This design comes from an exercise in tuning for small area on the open sky130 flow, not from production work.
In this exercise RTL edits were held to simulation tests only and were not proved equivalent to the original.
The flow treats the clock pin as an ideal source, which a real chip does not have.

== v6 ==
// char_lcd_nibble_command_sequencer
module char_lcd_nibble_command_sequencer (
  input  logic        clk,
  input  logic        rst_n,
  input  logic        in_valid,
  output logic        in_stall,
  input  logic [3:0]  in_action,
  input  logic [7:0]  in_data_byte,
  input  logic [5:0]  in_column,
  input  logic        in_row,
  input  logic [15:0] in_number,
  output logic        out_valid,
  input  logic        out_stall,
  output logic        out_strobe_res,
  output logic        out_register_select,
  output logic [3:0]  out_nibble,
  output logic [1:0]  out_wait_class,
  output logic        out_last
);
Size in the first run: roughly 69 flip-flops, roughly 50 I/O pins, ~3700 sq um of cells after synthesis.
clock: 10.0 ns
lec_check: 0
abc_area: 1
cap_margin: 20
core_margin: 2
core_utilization: 65
slew_margin: 20
standard.sh (not shown) runs the stock make flow with config.mk's settings and CLKGATE_MAP_FILE= SYNTH_SCRIPT=/design/flow/synth_recipe.tcl, a recipe that flattens the netlist after the stock synthesis.
==> flow/flow/run.sh <==
#!/bin/bash
# Standard ORFS layout with three changes:
#  - synthesis maps logic with an area-only ABC script (no buffering or upsizing)
#    and without full-adder extraction; everything else in synthesis is standard,
#    so the registers and their names are the standard synthesis's;
#  - ports are buffered with sky130_fd_sc_hd__buf_1;
#  - CTS uses small clock buffers and no dummy loads; after CTS, a clock buffer
#    whose loads see a slow clock edge is upsized (flow/post_cts.tcl).
set -euo pipefail
here=$(pwd)
rm -rf "$here/scripts_abc"
cp -r "$FLOW_HOME/scripts" "$here/scripts_abc"
cp "$here/flow/abc_area.script" "$here/scripts_abc/abc_area.script"

bash standard.sh SCRIPTS_DIR="$here/scripts_abc" ADDER_MAP_FILE= ABC_AREA=1 synth \
  > "$here/log_synth.txt" 2>&1

bash standard.sh \
  BUFFER_PORTS_ARGS="-buffer_cell sky130_fd_sc_hd__buf_1" \
  CTS_ARGS="$(cat "$here/flow/cts_args.txt")" \
  POST_CTS_TCL="$here/flow/post_cts.tcl" \
  finish > "$here/log_layout.txt" 2>&1
==> flow/flow/abc_area.script <==
strash
&get -n
&deepsyn -T 20
&put
dch -f
amap
==> flow/flow/cts_args.txt <==
-sink_clustering_enable -repair_clock_nets -dont_use_dummy_load -buf_list sky130_fd_sc_hd__clkbuf_4
==> flow/flow/post_cts.tcl <==
# Run after CTS (ORFS POST_CTS_TCL hook): upsize a clock buffer whose loads see
# a clock edge slower than the limit, leaves and root alike, then legalize.
proc clk_fix_slew { limit bigcell } {
  for {set pass 0} {$pass < 3} {incr pass} {
    estimate_parasitics -placement
    set changed 0
    foreach inst [get_cells clkbuf_*] {
      set worst 0
      foreach op [get_pins -of_objects $inst -filter "direction==output"] {
        foreach p [get_pins -of_objects [get_nets -of_objects $op] -filter "direction==input"] {
          set s [get_property $p slew_max]
          if {$s > $worst} { set worst $s }
        }
      }
      if {$worst > $limit && [get_property $inst ref_name] != $bigcell} {
        puts "clk_fix_slew: [get_property $inst name] worst load slew $worst, now $bigcell"
        replace_cell $inst $bigcell
        set changed 1
      }
    }
    if {!$changed} { break }
  }
}

clk_fix_slew 0.105 sky130_fd_sc_hd__clkbuf_8
detailed_placement
check_placement -verbose
estimate_parasitics -placement
In summary, v6 completed successfully, with a layout that passed the timing, DRC and antenna checks.
## Diff of input files: v7 against v6
Settings: swapping 20 for 0 in SLEW_MARGIN; swapping 20 for 0 in CAP_MARGIN.
-- flow/flow/run.sh --
<<< v6, line 6
#  - ports are buffered with sky130_fd_sc_hd__buf_1;
#  - CTS uses small clock buffers and no dummy loads; after CTS, a clock buffer
#    whose loads see a slow clock edge is upsized (flow/post_cts.tcl).
set -euo pipefail
>>> v7, line 6
#  - ports are buffered with sky130_fd_sc_hd__buf_1;
#  - CTS uses small clock buffers and no dummy loads.
set -euo pipefail
<<< v6, line 20
  CTS_ARGS="$(cat "$here/flow/cts_args.txt")" \
  POST_CTS_TCL="$here/flow/post_cts.tcl" \
  finish > "$here/log_layout.txt" 2>&1
>>> v7, line 19
  CTS_ARGS="$(cat "$here/flow/cts_args.txt")" \
  finish > "$here/log_layout.txt" 2>&1
==> flow/flow/abc_area.script <==
strash
dc2
dc2
dch -f
amap
removed: flow/flow/post_cts.tcl
### Flow results
- Minimum clock period improves in v7 relative to v6.
- Side by side, via count of the first global-routing pass turned out lower in v7 than in v6.
- Comparing v7 and v6, the lower setup slack was measured on v6.
- The aggregate routed wire length reported for v7 is smaller than that of v6 by 510 um.
- v7 against v6: final cell count +7, share of the clock period used by the worst path lower, flip-flop and latch count barely changed, share of post-route cells with drive strength above 1 went down.

-- separate check: timing with driven ports --
The results above use ideal ports. As a check the final layouts listed here were re-extracted and re-timed, cells and wires unchanged.
Step 1, drivers: a clkbuf_16 drives clk and a buf_2 each remaining input, both assumed.
Step 2, shift: input delay + t, output delay - t, t = (earliest + latest rising clock arrival at the registers) / 2. This alone moves slack from input paths to output paths.
Slacks: no drivers / after step 1 / after step 2; pairs: no drivers / after step 1.
run	t (ns)	setup WS [ns]	worst setup path after step 2
v6	0.366	1.295 / 1.295 / 1.295	register to register
v7	0.418	1.997 / 1.997 / 1.997	register to register
After both steps setup and hold are still met in every run listed.
